Context: an optimization exercise on an open-source flow, tuned for small area, a short achievable clock period and few clock cycles per item. The choices shown serve that exercise and are no tape-out recipe.
Only simulation tests tie the RTL to the original design; equivalence was not proved.
Power is estimated from default activity; no workload was simulated.

==> design.v <==
package ppts_pkg;
	localparam int MAX_TASKS_DEF = 16;
	localparam int TIME_BITS_DEF = 22;
	localparam int ARRIVAL_W = 16;
	localparam int BURST_W   = 16;
	localparam int PRIO_W    = 8;
	localparam int FIELD_W   = 22;
	localparam int TASK_NR_W = 5;
	localparam int STATUS_W  = 2;
	localparam int IN_DATA_W  = 40;
	localparam int OUT_DATA_W = 120;
	localparam logic [STATUS_W-1:0] STAT_OK         = 2'd0;
	localparam logic [STATUS_W-1:0] STAT_FULL       = 2'd1;
	localparam logic [STATUS_W-1:0] STAT_ZERO_BURST = 2'd2;
	localparam logic ACT_LOAD = 1'b0;
	localparam logic ACT_TICK = 1'b1;
	typedef enum logic [1:0] {
		S_IDLE,
		S_SCAN,
		S_FINISH
	} state_t;
	typedef struct packed {
		logic [PRIO_W-1:0]    prio;
		logic [BURST_W-1:0]   burst;
		logic [ARRIVAL_W-1:0] arrival;
	} in_t;
	typedef struct packed {
		logic                  pad;
		logic                  all_done;
		logic [FIELD_W-1:0]    response_time;
		logic [FIELD_W-1:0]    waiting_time;
		logic [FIELD_W-1:0]    turnaround_time;
		logic [FIELD_W-1:0]    completion_time;
		logic                  task_finished;
		logic [FIELD_W-1:0]    tick_time;
		logic [TASK_NR_W-1:0]  running_task;
		logic [STATUS_W-1:0]   status;
	} out_t;
	typedef struct packed {
		logic [ARRIVAL_W-1:0] arrival;
		logic [BURST_W-1:0]   burst;
		logic [PRIO_W-1:0]    prio;
		logic [BURST_W-1:0]   remaining;
		logic                 started;
	} task_t;
	typedef struct packed {
		logic scan_start;
		logic wr_en;
	} tbl_ctrl_t;
	typedef struct packed {
		logic scan_done;
		logic found;
	} tbl_stat_t;
	function automatic logic [31:0] sub_floor(input logic [31:0] a, input logic [31:0] b);
		sub_floor = (a >= b) ? (a - b) : 32'd0;
	endfunction
	function automatic logic [FIELD_W-1:0] to_field(input logic [31:0] v);
		to_field = v[FIELD_W-1:0];
	endfunction
endpackage
module ppts_table #(
	parameter int MAX_TASKS = ppts_pkg::MAX_TASKS_DEF,
	parameter int TIME_BITS = ppts_pkg::TIME_BITS_DEF
) (
	input  logic                                    clk,
	input  logic                                    arst_n,
	input  ppts_pkg::tbl_ctrl_t                     ctrl,
	input  logic [$clog2(MAX_TASKS+1)-1:0]          loaded_count,
	input  logic [TIME_BITS-1:0]                    cur_time,
	input  logic [((MAX_TASKS > 1) ? $clog2(MAX_TASKS) : 1)-1:0] wr_addr,
	input  ppts_pkg::task_t                         wr_task,
	input  logic [TIME_BITS-1:0]                    wr_fr,
	output ppts_pkg::tbl_stat_t                     stat,
	output logic [((MAX_TASKS > 1) ? $clog2(MAX_TASKS) : 1)-1:0] best_idx,
	output ppts_pkg::task_t                         best_task,
	output logic [TIME_BITS-1:0]                    best_fr
);
	localparam int CNT_W  = $clog2(MAX_TASKS + 1);
	localparam int IDX_W  = (MAX_TASKS > 1) ? $clog2(MAX_TASKS) : 1;
	localparam int TASK_W = ppts_pkg::ARRIVAL_W + 2 * ppts_pkg::BURST_W + ppts_pkg::PRIO_W + 1;
	localparam int ENT_W  = TASK_W + TIME_BITS;
	logic [ENT_W-1:0] mem [MAX_TASKS];
	logic             scanning_q;
	logic [CNT_W-1:0] cnt_q;
	logic             rd_en;
	logic [IDX_W-1:0] rd_addr;
	logic             rd_vld_s1;
	logic [IDX_W-1:0] rd_idx_s1;
	logic [ENT_W-1:0] rd_data_s1;
	ppts_pkg::task_t  rd_task;
	logic [TIME_BITS-1:0] rd_fr;
	logic             found_q;
	logic [IDX_W-1:0] best_idx_q;
	ppts_pkg::task_t  best_task_q;
	logic [TIME_BITS-1:0] best_fr_q;
	logic             ready_w;
	logic             win;
	logic             scan_done;
	assign rd_en   = scanning_q && (cnt_q != loaded_count);
	assign rd_addr = cnt_q[IDX_W-1:0];
	assign rd_task = rd_data_s1[ENT_W-1:TIME_BITS];
	assign rd_fr   = rd_data_s1[TIME_BITS-1:0];
	assign ready_w = (32'(rd_task.arrival) <= 32'(cur_time)) && (rd_task.remaining != '0);
	assign win     = rd_vld_s1 && ready_w && (!found_q || (rd_task.prio > best_task_q.prio));
	assign scan_done = scanning_q && (cnt_q == loaded_count) && !rd_vld_s1;
	always_ff @(posedge clk) begin
		if (ctrl.wr_en) begin
			mem[wr_addr] <= {wr_task, wr_fr};
		end
		if (rd_en) begin
			rd_data_s1 <= mem[rd_addr];
		end
		rd_idx_s1 <= rd_addr;
		if (win) begin
			best_idx_q  <= rd_idx_s1;
			best_task_q <= rd_task;
			best_fr_q   <= rd_fr;
		end
	end
	always_ff @(posedge clk or negedge arst_n) begin
		if (!arst_n) begin
			scanning_q <= 1'b0;
			cnt_q      <= '0;
			rd_vld_s1  <= 1'b0;
			found_q    <= 1'b0;
		end else begin
			rd_vld_s1 <= rd_en;
			if (ctrl.scan_start) begin
				scanning_q <= 1'b1;
				cnt_q      <= '0;
				found_q    <= 1'b0;
			end else begin
				if (rd_en) begin
					cnt_q <= cnt_q + 1'b1;
				end
				if (win) begin
					found_q <= 1'b1;
				end
				if (scan_done) begin
					scanning_q <= 1'b0;
				end
			end
		end
	end
	assign stat.scan_done = scan_done;
	assign stat.found     = found_q;
	assign best_idx       = best_idx_q;
	assign best_task      = best_task_q;
	assign best_fr        = best_fr_q;
endmodule
module preemptive_priority_task_scheduler_unit #(
	parameter int MAX_TASKS = ppts_pkg::MAX_TASKS_DEF,
	parameter int TIME_BITS = ppts_pkg::TIME_BITS_DEF
) (
	input  logic                              clk,
	input  logic                              arst_n,
	input  logic                              s_tvalid,
	output logic                              s_tready,
	input  logic [ppts_pkg::IN_DATA_W-1:0]    s_tdata,
	input  logic                              s_tuser,
	output logic                              m_tvalid,
	input  logic                              m_tready,
	output logic [ppts_pkg::OUT_DATA_W-1:0]   m_tdata
);
	localparam int CNT_W = $clog2(MAX_TASKS + 1);
	localparam int IDX_W = (MAX_TASKS > 1) ? $clog2(MAX_TASKS) : 1;
	localparam logic [CNT_W-1:0]     MAX_CNT  = CNT_W'(MAX_TASKS);
	localparam logic [TIME_BITS-1:0] TIME_MAX = '1;
	ppts_pkg::state_t state_q, state_d;
	logic                 act_q;
	ppts_pkg::in_t        in_q;
	ppts_pkg::in_t        in_w;
	logic [TIME_BITS-1:0] cur_time_q;
	logic [CNT_W-1:0]     loaded_q;
	logic [CNT_W-1:0]     completed_q;
	logic                 found_q;
	logic [TIME_BITS-1:0] nxt_time_q;
	logic [ppts_pkg::BURST_W-1:0] rem_q;
	logic [TIME_BITS-1:0] fr_q;
	logic [ppts_pkg::BURST_W:0]   sum_q;
	logic                 m_tvalid_q;
	ppts_pkg::out_t       out_q;
	ppts_pkg::out_t       out_d;
	ppts_pkg::tbl_ctrl_t  tbl_ctrl;
	ppts_pkg::tbl_stat_t  tbl_stat;
	logic                 scan_start;
	logic                 tbl_wr_en;
	logic [IDX_W-1:0]     wr_addr;
	ppts_pkg::task_t      wr_task;
	logic [TIME_BITS-1:0] wr_fr;
	logic [IDX_W-1:0]     best_idx;
	ppts_pkg::task_t      best_task;
	logic [TIME_BITS-1:0] best_fr;
	logic                 in_xfer;
	logic                 out_free;
	logic                 finish_go;
	logic                 load_ok;
	logic                 fin_w;
	logic [CNT_W-1:0]     loaded_nxt;
	logic [CNT_W-1:0]     completed_nxt;
	logic [31:0]          tat_w;
	logic [31:0]          wt_w;
	logic [31:0]          run_w;
	logic [31:0]          fr_w;
	logic [ppts_pkg::STATUS_W-1:0] status_w;
	assign in_w     = s_tdata;
	assign in_xfer  = s_tvalid && s_tready;
	assign out_free = !m_tvalid_q || m_tready;
	assign tbl_ctrl = {scan_start, tbl_wr_en};
	ppts_table #(
		.MAX_TASKS (MAX_TASKS),
		.TIME_BITS (TIME_BITS)
	) u_table (
		.clk          (clk),
		.arst_n       (arst_n),
		.ctrl         (tbl_ctrl),
		.loaded_count (loaded_q),
		.cur_time     (cur_time_q),
		.wr_addr      (wr_addr),
		.wr_task      (wr_task),
		.wr_fr        (wr_fr),
		.stat         (tbl_stat),
		.best_idx     (best_idx),
		.best_task    (best_task),
		.best_fr      (best_fr)
	);
	always_ff @(posedge clk or negedge arst_n) begin
		if (!arst_n) begin
			state_q <= ppts_pkg::S_IDLE;
		end else begin
			state_q <= state_d;
		end
	end
	always_comb begin
		state_d    = state_q;
		s_tready   = 1'b0;
		scan_start = 1'b0;
		finish_go  = 1'b0;
		case (state_q)
			ppts_pkg::S_IDLE: begin
				s_tready = 1'b1;
				if (s_tvalid) begin
					if (s_tuser == ppts_pkg::ACT_TICK) begin
						scan_start = 1'b1;
						state_d    = ppts_pkg::S_SCAN;
					end else begin
						state_d = ppts_pkg::S_FINISH;
					end
				end
			end
			ppts_pkg::S_SCAN: begin
				if (tbl_stat.scan_done) begin
					state_d = ppts_pkg::S_FINISH;
				end
			end
			ppts_pkg::S_FINISH: begin
				if (out_free) begin
					finish_go = 1'b1;
					state_d   = ppts_pkg::S_IDLE;
				end
			end
			default: begin
				state_d = ppts_pkg::S_IDLE;
			end
		endcase
	end
	always_comb begin
		if (loaded_q == MAX_CNT) begin
			status_w = ppts_pkg::STAT_FULL;
		end else if (in_q.burst == '0) begin
			status_w = ppts_pkg::STAT_ZERO_BURST;
		end else begin
			status_w = ppts_pkg::STAT_OK;
		end
	end
	assign load_ok = (act_q == ppts_pkg::ACT_LOAD) && (status_w == ppts_pkg::STAT_OK);
	assign fin_w   = (act_q == ppts_pkg::ACT_TICK) && found_q && (rem_q == '0);
	assign tat_w = ppts_pkg::sub_floor(32'(nxt_time_q), 32'(best_task.arrival));
	assign wt_w  = ppts_pkg::sub_floor(32'(nxt_time_q), 32'(sum_q));
	assign run_w = 32'(best_idx) + 32'd1;
	assign fr_w  = ppts_pkg::sub_floor(32'(cur_time_q), 32'(best_task.arrival));
	assign loaded_nxt    = load_ok ? (loaded_q + 1'b1) : loaded_q;
	assign completed_nxt = fin_w ? (completed_q + 1'b1) : completed_q;
	always_comb begin
		tbl_wr_en = 1'b0;
		wr_addr   = best_idx;
		wr_task   = best_task;
		wr_fr     = fr_q;
		if (act_q == ppts_pkg::ACT_LOAD) begin
			tbl_wr_en         = finish_go && load_ok;
			wr_addr           = loaded_q[IDX_W-1:0];
			wr_task.arrival   = in_q.arrival;
			wr_task.burst     = in_q.burst;
			wr_task.prio      = in_q.prio;
			wr_task.remaining = in_q.burst;
			wr_task.started   = 1'b0;
			wr_fr             = '0;
		end else begin
			tbl_wr_en         = finish_go && found_q;
			wr_task.remaining = rem_q;
			wr_task.started   = 1'b1;
		end
	end
	always_comb begin
		out_d                 = '0;
		out_d.tick_time       = ppts_pkg::to_field(32'(cur_time_q));
		out_d.all_done        = (completed_nxt == loaded_nxt);
		if (act_q == ppts_pkg::ACT_LOAD) begin
			out_d.status = status_w;
		end else begin
			if (found_q) begin
				out_d.running_task = run_w[ppts_pkg::TASK_NR_W-1:0];
			end
			if (fin_w) begin
				out_d.task_finished   = 1'b1;
				out_d.completion_time = ppts_pkg::to_field(32'(nxt_time_q));
				out_d.turnaround_time = ppts_pkg::to_field(tat_w);
				out_d.waiting_time    = ppts_pkg::to_field(wt_w);
				out_d.response_time   = ppts_pkg::to_field(32'(fr_q));
			end
		end
	end
	always_ff @(posedge clk) begin
		if (in_xfer) begin
			act_q <= s_tuser;
			in_q  <= in_w;
		end
		if ((state_q == ppts_pkg::S_SCAN) && tbl_stat.scan_done) begin
			found_q    <= tbl_stat.found;
			nxt_time_q <= (cur_time_q == TIME_MAX) ? cur_time_q : (cur_time_q + 1'b1);
			rem_q      <= best_task.remaining - 1'b1;
			fr_q       <= best_task.started ? best_fr : fr_w[TIME_BITS-1:0];
			sum_q      <= {1'b0, best_task.arrival} + {1'b0, best_task.burst};
		end
		if (finish_go) begin
			out_q <= out_d;
		end
	end
	always_ff @(posedge clk or negedge arst_n) begin
		if (!arst_n) begin
			cur_time_q  <= '0;
			loaded_q    <= '0;
			completed_q <= '0;
			m_tvalid_q  <= 1'b0;
		end else begin
			if (finish_go) begin
				loaded_q    <= loaded_nxt;
				completed_q <= completed_nxt;
				m_tvalid_q  <= 1'b1;
				if (act_q == ppts_pkg::ACT_TICK) begin
					cur_time_q <= nxt_time_q;
				end
			end else if (m_tready) begin
				m_tvalid_q <= 1'b0;
			end
		end
	end
	assign m_tvalid = m_tvalid_q;
	assign m_tdata  = out_q;
endmodule
==> run.sh <==
#!/bin/bash
# synth_recipe.tcl (not shown) runs the flow's synth.tcl, then flattens the netlist and writes it again
# the make line also repeats each setting of config.mk as NAME=value (left out here)
make -C /OpenROAD-flow-scripts/flow DESIGN_CONFIG=/design/flow/config.mk WORK_HOME=/design/flow/orfs CLKGATE_MAP_FILE= SYNTH_SCRIPT=/design/flow/synth_recipe.tcl finish
==> config.mk <==
export PLATFORM = sky130hd
export DESIGN_NAME = preemptive_priority_task_scheduler_unit
export DESIGN_NICKNAME = preemptive_priority_task_scheduler_unit
export VERILOG_FILES = /design/flow/design.v
export SDC_FILE = /design/flow/constraint.sdc
export NUM_CORES = 4
export LEC_CHECK = 0
export CAP_MARGIN = 20
export CORE_MARGIN = 2
export CORE_UTILIZATION = 40
export SLEW_MARGIN = 20
==> constraint.sdc <==
create_clock -name core_clock -period 6.0 [get_ports {clk}]
set_input_delay 1.2000 -clock core_clock [delete_from_list [all_inputs] [get_ports {clk}]]
set_output_delay 1.2000 -clock core_clock [all_outputs]
set_load 0.01 [all_outputs]
==> flow_summary.toml <==
[outcome]
status = "timing/DRC/antenna clean"

[placed_design]
hpwl_um = 100000
gp_congestion = 0.830
io_buffers = 165
dpl.cell_count = 5725

[global_route]
grt_max_degree = 100
overflow = 0
use_met1_pct = 26.9
grt_usage_pct = 19.0
grt_pass1_vias = 34000
antenna_found_initial = 6
grt_first_pass_wirelength_um = 240000
grt.busiest_layer = "met2"
met3_usage_pct = 2.86
use_met2_pct = 30.6

[finish]
final_cells = 6037
syn2layout_area_growth_pct = 14.8
drive_gt1_share_pct = 20.7
finalNetCount = 3826
fillers = 14100

[worst_setup_path]
path_class = "flop to flop"
cp-end-kind = "flop"
critPathLaunchType = "flop"
reg2reg_depth = 7
worstPathCellList = "nand2_1 -> nor2_1 -> a21oi_1 -> nor2_1 -> nand2_1 -> nor2_4 -> buf_4"
crit_slowest_cell = "edfxtp_1"
cp.required_ns = 6.41
slowest_delay_ns = 0.94
cp.arrival_ns = 4.21
critPathMaxFanout = 42

[timing]
fin_setup_tns_ns = 0
tightest_slew_ns = 1.19
min_period_ns = 3.80
fin_crit_sh_pct = 63.3
hold_violations = 0
rsz0062_at_grt = "false"
relSlewSlack_pct = 20.3
hold_ws_ns = 0.399
maxSlewViolCount = 0
setup_violations = 0
max_freq_mhz = 263
finClkSkew_ns = 0.0443

[synth]
synth_top_cell_area_share_pct = 73.0
ys.flop_type = "edfxtp_1"
synth_area_leader_cell = "edfxtp_1"
synthesis.nets = 3572
ys_types = 78
syn_area_um2 = 68400
synth_edf_count = 1664
yosysMostFrequentCell = "edfxtp_1"
avgSynthCellArea_um2 = 20.0
synth-seq-area-share_pct = 74.7
yosysWarnings = 2
async_reset_ff_share_pct = 2.51
postSynthCellCount = 3427
synth.top_cells.by_area = "edfxtp_1 73%, mux4_2 13%, ha_1 1.8%, dfrtp_1 1.6%, xnor2_1 0.99%"
synth_seq_cells = 1711
synthTopCellsByCount = "1664 x edfxtp_1, 395 x mux4_2, 150 x nand2_1"

[floorplanning]
core_area_um2 = 170000
die_w_um = 418
ios = 167
rows = 151
initial_utilization_pct = 40.3
dieArea_um2 = 174000
dieHeight_um = 418

[cts]
cts_buffers = 171
clk_path_buf_depth = 3
h-tree-depth = 4
clkSinkCount = 1711
cts_resized = 0
cts_root_buffer = "clkbuf_16"
cts_tree = "yes"
cts_hold_buffers = 0
postCtsSetupRepairBufs = 0
clkSlewWorstSetupHoldPaths_ns = 0.06
insertion_delay_ns = 0.82

[hold_path]
hold_class = "flop to flop"
hold_path_depth = 0

[routing]
drtIter0Drc = 3801
wl_um = 166000
wl_per_cell_um = 27.4
first_pass_iters = 6
ant_nets = 0
drc_errors = 0
num_vias = 33700
via_per_inst = 5.58

[power]
peakVddDrop_mv = 0.386
power_density_nw_per_um2 = 469
cellLeakagePower_uw = 0.0255

[job]
cap_violations = 0
==> where the power goes <==
group	switching, uW	total (uW)	internal (uW)	leakage (uW)
Clock	4570	10400	5840	0.00266
Combinational	5360	9770	4410	0.00705
Sequential	1310	16600	15300	0.0158
==> through the flow <==
stage	power [uW]	instance area, um^2	setup WS (ns)	util, %
final	36800	78600	2.20	46.3
after global routing	38400	78600	1.96	46.3
after CTS	37200	78500	2.21	46.3
after detailed placement	26700	73100	1.51	43.1
after global placement	26600	73000	1.45	43.0
after floorplan	23200	68400	0.253	-
==> per-layer routing <==
metal  share of wire [%]  wire [um]
met4                 2.6       4300
met5               0.013         21
met1                  43      71500
met2                  48      79800
met3                 6.0      10000
==> sequential cells by signal, summed over array words and instances, names as in the netlist, 16 cells and up <==
signal	count
u_table.mem	1264
out_q	119
u_table.rd_data_s1	79
u_table.best_task_q	57
in_q	40
cur_time_q	22
fr_q	22
nxt_time_q	22
u_table.best_fr_q	22
sum_q	17
rem_q	16
==> worst paths after layout <==
| path | startpoint | to | slack [ns] |
|---|---|---|---|
| max | act_q | u_table.mem[13][62] | 2.20 |
| min | u_table.rd_idx_s1[3] | u_table.best_idx_q[3] | 0.40 |
| max reg2reg | act_q | u_table.mem[13][62] | 2.20 |
| min reg2reg | u_table.rd_idx_s1[3] | u_table.best_idx_q[3] | 0.40 |
| max in group asynchronous | arst_n | u_table.cnt_q[2] | 4.95 |
| min in group asynchronous | arst_n | cur_time_q[16] | 0.52 |
==> cells by family after synthesis <==
kind of cell,share of synthesized area (%)
flip-flops,74.7
AND/OR/NAND/NOR,4.13
multiplexers,13.8
AO/OA/AOI/OAI,2.62
buffers and inverters,1.38
XOR/XNOR,1.46
adder cells (fa/ha/maj),1.87
other,0.00548
==> layout by cell type (no fill, tap or decap), types with 34 or more instances in the layout <==
master,netlist,routed
edfxtp_1,1664,1664
mux4_2,395,395
clkbuf_16,0,172
clkdlybuf4s50_1,0,164
nand2_1,150,150
nor2_1,119,103
ha_1,96,96
inv_1,84,83
xnor2_1,77,77
and2_1,73,71
o21ai_0,63,62
a21oi_1,57,57
mux2_2,46,46
buf_4,1,44
dfrtp_1,43,39
nor3_1,38,37
xor2_1,37,37
clkinv_1,0,37
nand2b_1,34,34
==> layout make-up <==
cell class                 instances  area [um^2]  area share [%]
multi-input combinational       1486        16500            21.0
antenna                            2         5.00         0.00637
tap                             2218         2780            3.53
timing repair buffer             226         2320            2.96
clock inverter                   107         1040            1.32
clock buffer                     202         4440            5.65
sequential                      1711        51100            65.1
inverter                          85          329           0.419
==> worst max-delay path: cells and delay by family (launching register included) <==
family / cells / cell delay (ns)
AO/OA/AOI/OAI: 1 / 0.06
buffers and inverters: 1 / 0.78
AND/OR/NAND/NOR: 5 / 1.53
flip-flops: 1 / 0.94
Testbench counts, summed over its fixed seeds: cycles 86,455, items 5,600.

[what the ideal ports hide]
How much do the figures lean on ideal ports? The routed layout below was timed once more, with nothing changed but the port constraints.
Step 1 assumes that a clkbuf_16 drives the clock port and a buf_2 every other input.
Step 2 also shifts input and output timing later by t, the mid clock arrival at the registers, as if the neighbouring blocks saw the same clock.
Slacks: ideal / step 1 / step 2; pairs: ideal / step 1.
shift t [ns]: 0.875
setup slack, ns: 2.202 / 2.202 / 1.517
worst setup path after step 2: input to register
After both steps this run still meets setup and hold. For this run, drivers alone change the setup slack by 0.000 ns; drivers and shift together by -0.685 ns.
